This is an optimization exercise on Yosys and OpenROAD, whose aim is small area and a short achievable clock period, not a production implementation.
No functional check of the RTL was part of this run.
Power is estimated from default activity; no workload was simulated.

--- flow/run.sh ---
#!/bin/bash
# synth_recipe.tcl (not shown) runs the flow's synth.tcl, then flattens the netlist and writes it again
# the make line also repeats each setting of config.mk as NAME=value (left out here)
make -C /OpenROAD-flow-scripts/flow DESIGN_CONFIG=/design/flow/config.mk WORK_HOME=/design/flow/orfs CLKGATE_MAP_FILE= SYNTH_SCRIPT=/design/flow/synth_recipe.tcl finish
--- flow/config.mk ---
export PLATFORM = sky130hd
export DESIGN_NAME = conv3x3_mac_stage
export DESIGN_NICKNAME = conv3x3_mac_stage
export VERILOG_FILES = /design/flow/design.v
export SDC_FILE = /design/flow/constraint.sdc
export NUM_CORES = 4
export LEC_CHECK = 0
export CAP_MARGIN = 20
export CORE_MARGIN = 2
export CORE_UTILIZATION = 40
export SLEW_MARGIN = 20
--- flow/constraint.sdc ---
create_clock -name core_clock -period 6.0 [get_ports {clk}]
set_input_delay 1.2000 -clock core_clock [delete_from_list [all_inputs] [get_ports {clk}]]
set_output_delay 1.2000 -clock core_clock [all_outputs]
set_load 0.01 [all_outputs]
--- flow/design.v ---
package conv_pkg;
    localparam int KSIZE  = 9;
    localparam int PROD_W = 17;
    localparam int ACC_W  = 21;
    typedef logic signed [7:0]        coef_t;
    typedef logic signed [PROD_W-1:0] prod_t;
    typedef logic signed [ACC_W-1:0]  acc_t;
    typedef logic        [7:0]        pix_t;
    function automatic pix_t clamp_u8(input acc_t v);
        clamp_u8 = v[ACC_W-1] ? 8'h00 : (v > acc_t'(255)) ? 8'hFF : v[7:0];
    endfunction
endpackage
module conv_kernel_regs
#(
    parameter int SHIFT = 4
) (
    input  logic       clk,
    input  logic       rst,
    input  logic       we,
    input  logic [3:0] addr,
    input  logic signed [7:0] data,
    output logic [8*conv_pkg::KSIZE-1:0] coef
);
    localparam conv_pkg::coef_t ID = (SHIFT >= 7) ? conv_pkg::coef_t'(127) : conv_pkg::coef_t'(1 << SHIFT);
    always_ff @(posedge clk) begin
        if (!rst) begin
            for (int k = 0; k < conv_pkg::KSIZE; k++) coef[8*k +: 8] <= (k == 4) ? ID : '0;
        end else if (we && addr < 4'(conv_pkg::KSIZE)) begin
            coef[8*addr +: 8] <= data;
        end
    end
endmodule
module conv3x3_mac_stage
#(
    parameter int N     = 32,
    parameter int SHIFT = 4
) (
    input  logic        clk,
    input  logic        rst,
    input  logic        data_load,
    input  logic [71:0] window,
    input  logic        frame_start,
    input  logic        coef_we,
    input  logic [3:0]  coef_addr,
    input  logic [7:0]  coef_data,
    output logic [7:0]  pix_o,
    output logic        valid_o,
    output logic        frame_done_o
);
    localparam int   CW   = $clog2(N);
    localparam conv_pkg::acc_t BIAS = conv_pkg::acc_t'((1 << SHIFT) >> 1);
    logic [CW-1:0] col, row;
    logic          ld_d, in_frame_d, s1_v, s1_in, s2_v, s2_in, last;
    logic [8*conv_pkg::KSIZE-1:0] coef;
    conv_pkg::prod_t         p    [conv_pkg::KSIZE];
    conv_pkg::acc_t          sum, sum_c, r, mag;
    conv_kernel_regs #(.SHIFT(SHIFT)) u_coef (
        .clk  (clk),
        .rst  (rst),
        .we   (coef_we),
        .addr (coef_addr),
        .data (conv_pkg::coef_t'(coef_data)),
        .coef (coef)
    );
    assign last = (col == CW'(N-1)) && (row == CW'(N-1));
    always_comb begin
        sum_c = '0;
        for (int k = 0; k < conv_pkg::KSIZE; k++) sum_c = sum_c + conv_pkg::acc_t'(p[k]);
        r = (sum + BIAS) >>> SHIFT;
        mag = r;
    end
    always_ff @(posedge clk) begin
        if (!rst) begin
            col          <= '0;
            row          <= '0;
            ld_d         <= 1'b0;
            in_frame_d   <= 1'b0;
            s1_v         <= 1'b0;
            s1_in        <= 1'b0;
            s2_v         <= 1'b0;
            s2_in        <= 1'b0;
            for (int k = 0; k < conv_pkg::KSIZE; k++) p[k] <= '0;
            sum          <= '0;
            pix_o        <= '0;
            valid_o      <= 1'b0;
            frame_done_o <= 1'b0;
        end else begin
            if (frame_start) begin
                col <= '0;
                row <= '0;
            end else if (data_load) begin
                col <= (col == CW'(N-1)) ? '0 : col + 1'b1;
                if (col == CW'(N-1)) row <= last ? '0 : row + 1'b1;
            end
            frame_done_o <= data_load && !frame_start && last;
            ld_d       <= data_load && !frame_start;
            in_frame_d <= (row >= CW'(2)) && (col >= CW'(2));
            s1_v       <= ld_d;
            if (ld_d) begin
                s1_in <= in_frame_d;
                for (int k = 0; k < conv_pkg::KSIZE; k++)
                    p[k] <= conv_pkg::prod_t'($signed({1'b0, window[8*k +: 8]})) * conv_pkg::prod_t'($signed(coef[8*k +: 8]));
            end
            s2_v    <= s1_v;
            s2_in   <= s1_in;
            sum     <= sum_c;
            valid_o <= s2_v && s2_in;
            if (s2_v && s2_in) pix_o <= conv_pkg::clamp_u8(mag);
        end
    end
endmodule
==> summary.txt <==
-- kinds of logic after synthesis --
| kind of cell | count (synthesis) | synth area share, % |
|---|---|---|
| adder cells (fa/ha/maj) | 869 | 42.3 |
| multiplexers | 105 | 3.13 |
| XOR/XNOR | 88 | 2.28 |
| buffers and inverters | 857 | 9.59 |
| AND/OR/NAND/NOR | 1166 | 17.7 |
| flip-flops | 269 | 15.9 |
| AO/OA/AOI/OAI | 481 | 9.04 |
-- through the flow --
step	setup TNS, ps	hold slack [ps]	instances
after floorplan	0	412	3835
after global placement	0	417	5084
after detailed placement	-44.6	427	5084
after CTS	0	442	5146
after global routing	0	484	5147
final	0	438	5147
-- worst min-delay path by stage --
stage | end | slack [ps] | startpoint
3_5_place_dp | s2_v$_SDFF_PN0_ | 430 | s1_v$_SDFF_PN0_
5_1_grt | s2_v$_SDFF_PN0_ | 480 | s1_v$_SDFF_PN0_
6_report | s2_v$_SDFF_PN0_ | 440 | s1_v$_SDFF_PN0_
3_3_place_gp | s2_v$_SDFF_PN0_ | 420 | s1_v$_SDFF_PN0_
4_1_cts | s2_v$_SDFF_PN0_ | 440 | s1_v$_SDFF_PN0_
2_1_floorplan | s2_v$_SDFF_PN0_ | 410 | s1_v$_SDFF_PN0_
-- flip-flops by register name, indices dropped and copies added, names as in the netlist --
| signal | flops |
|---|---|
| s1_v | 1 |
| sum | 18 |
| s2_v | 1 |
| row | 5 |
| p | 153 |
| ld_d | 1 |
| s2_in | 1 |
| col | 5 |
| s1_in | 1 |
| pix_o | 8 |
| valid_o | 1 |
| u_coef.coef | 72 |
| in_frame_d | 1 |
| frame_done_o | 1 |
-- power by group through the flow --
| stage | registers (mW) | logic [mW] | clock network [mW] |
|---|---|---|---|
| 6_report | 1.86 | 0.699 | 2.19 |
| 5_1_grt | 1.87 | 0.782 | 2.30 |
| 4_1_cts | 1.86 | 0.703 | 2.23 |
| 3_5_place_dp | 1.90 | 0.696 | 0 |
| 3_3_place_gp | 1.90 | 0.693 | 0 |
| 2_1_floorplan | 1.88 | 0.414 | 0 |
-- layout make-up --
class | count | area, um2
tap | 1134 | 1420
clock buffer | 48 | 1010
antenna | 1 | 2.50
inverter | 741 | 2790
clock inverter | 14 | 174
sequential | 269 | 5390
fill | 8241 | 45800
multi-input combinational | 2709 | 25200
timing repair buffer | 231 | 1990
-- layer usage --
| layer | vias to the layer above | track usage, % | routed length (um) |
|---|---|---|---|
| met5 | - | 0 | 0 |
| met4 | 0 | 4.32 | 1560 |
| met3 | 81 | 1.48 | 2630 |
| met2 | 367 | 35.9 | 42400 |
| met1 | 12800 | 27.4 | 39500 |
| li1 | 12600 | - | - |
-- cell usage in the layout, fill, tap and decap left out, types with 57 or more instances in the layout --
cell type and n:
nand2_1 300, nor2_1 241, and2_1 291, clkdlybuf4s50_1 95, inv_1 739, dfxtp_1 268, o21ai_0 114, mux2i_1 101
fa_1 455, nand2b_1 77, buf_4 132, a21oi_1 148, ha_1 414, xnor2_1 57
==> summary.txt <==
final slew viol count 0; wire per inst about 17 um; Crit Path Max Fanout 5; Die Wd ~290 um; via count ~26000; Yosys Warn Count 3; vias in the first global route 26000; CP endpoint kind flip-flop; hold path depth 1; Setup crit start kind input pin; Post-DP Area between 0.03 and 0.04 mm2; share of the synthesized area in the top cell type between 20% and 30%; Sequential Power Share 39.2%; Worst-Margin Slew about 1100 ps; crit path capture p[6][15]$_SDFFE_PN0P_; GRT Overall Usage about a fifth; Combinational Power Share between 10% and 20%; final worst slack between 500 and 600 ps; number of enable flip-flop cells after synthesis 0; FFs w/ async S/R, synth 0%; status no timing/DRC/antenna violations; dpl hpwl around 70 mm; first-pass GRT wire length around 140 mm; final net count ~4900; Power Dens Cells 125 mW/mm2; # Post-CTS Setup Buffers 0; post-synth design cell area 0.0338 mm2; vias per cell approximately 5; CP max stage delay between 500 and 600 ps; reg2reg start p[6][2]$_SDFFE_PN0P_; core box area around 0.084 mm2; Final ANT Viol Nets 0; Num CTS Buffers 35; clock sinks ~270; Syn Nets between 4000 and 5000; Core Util, Final a little under half; Pint roughly 3.4 mW; Post-CTS Resized 0; IO Port Bufs between 90 and 100; arrival time worst endpoint between 5000 and 6000 ps; Congestion Overflow GR 0; Hold-fix buffers, CTS 0; Worst Hold Class flip-flop to flip-flop; worst-case reg-to-reg path depth 13; top-count cell post-synth inv_1; CP Class input pin to flip-flop; crit path buf inv count 5; CTS tree built; initial antenna violation count 1; total chip power between 4 and 5 mW; Avg Cell Area, Syn just under 9 um2; Sw Share between 20% and 30%; Tmin final about 5500 ps; Clock Path Buffers 3; Distinct cells, synth 71; Tcrit/Tclk final around 92%; htree depth 2; GPL Wtd Cong roughly 0.84; post-layout instance area about 0.038 mm2; Synth area leaders fa_1, dfxtp_1, ha_1; Max Clk Rate between 150 and 200 MHz; crit-path cells clkdlybuf4s50_1 > and2_1 > fa_1 > inv_1 > fa_1 > inv_1 > fa_1 > inv_1 > fa_1 > inv_1 > ha_1 > and4_1 > a211oi_1 > o21ai_0 > a221oi_1 > nor4b_1 > a211o_1; Post-synth top cells inv_1, fa_1, ha_1, nand2_1, and2_1; pin count of the biggest net entering global routing 165; post-synthesis instance total between 3000 and 4000; DRT Wirelength about 86 mm; Max VDD drop around 0.00015 V; Clock Root Buffer clkbuf_16; delay-heaviest family, CP adder cells; max-slew headroom at the worst pin roughly a quarter; Setup Skew 20.1 ps; Die Y about 300 um; Lkg Pwr 18.7 nW; register area share after synthesis 15.9%; Cell Rows about 110; RSZ-0062 raised after global routing no; Reg2Reg Setup Slack 1000 ps; fraction of layout instances using a drive strength above 1 ~5.5%; Most used DFF post-synth dfxtp_1; CP required between 6000 and 7000 ps; CTS clk-pin slew, worst paths about 50 ps; NetSw 1.32 mW; Critical Path Slowest Stage Cell fa_1; Clock power frac a little under half; largest area contributor in the netlist fa_1; later-pin clock latency in the skew report approximately 560 ps; CP Launch Point window[51]; Max Cap Viol 0; Crit path depth 17; # IOs between 90 and 100; 1st-iter DRT viols roughly 1300; Worst R2R End sum[14]$_SDFF_PN0_; area delta synth->final 12.3%; initial core utilization about two fifths; #FFs+latches synth roughly 270; final hold vios 0; DRC errors left 0; Pre-Repair DR Iteration Count 5; # setup viols final 0; die area a little under 0.09 mm2; Place WS -44.6 ps

-- port drivers added, routing unchanged --
The flow's constraints put no driver on any port. The routed layout listed below was extracted and timed again, unchanged, in two steps.
Step 1 (the two cells are an assumption about what drives the block):
set clk [get_ports {clk}]
set_driving_cell -lib_cell sky130_fd_sc_hd__clkbuf_16 $clk
set_driving_cell -lib_cell sky130_fd_sc_hd__buf_2 [delete_from_list [all_inputs] $clk]
Step 2, shift: input delay + t, output delay - t, t = (earliest + latest rising clock arrival at the registers) / 2. This alone moves slack from input paths to output paths.
Three values: no drivers, after step 1, after step 2; two values: the first two.
t, ns: 0.605
setup WS [ns]: 0.504 / 0.526 / -0.079
worst setup path at the end: input to register
slew at the worst register clock pin (ns): 0.06 / 0.06
With both steps, setup timing fails in this run, where it was met with ideal ports. For this run, drivers alone change the setup slack by +0.022 ns; drivers and shift together by -0.583 ns.
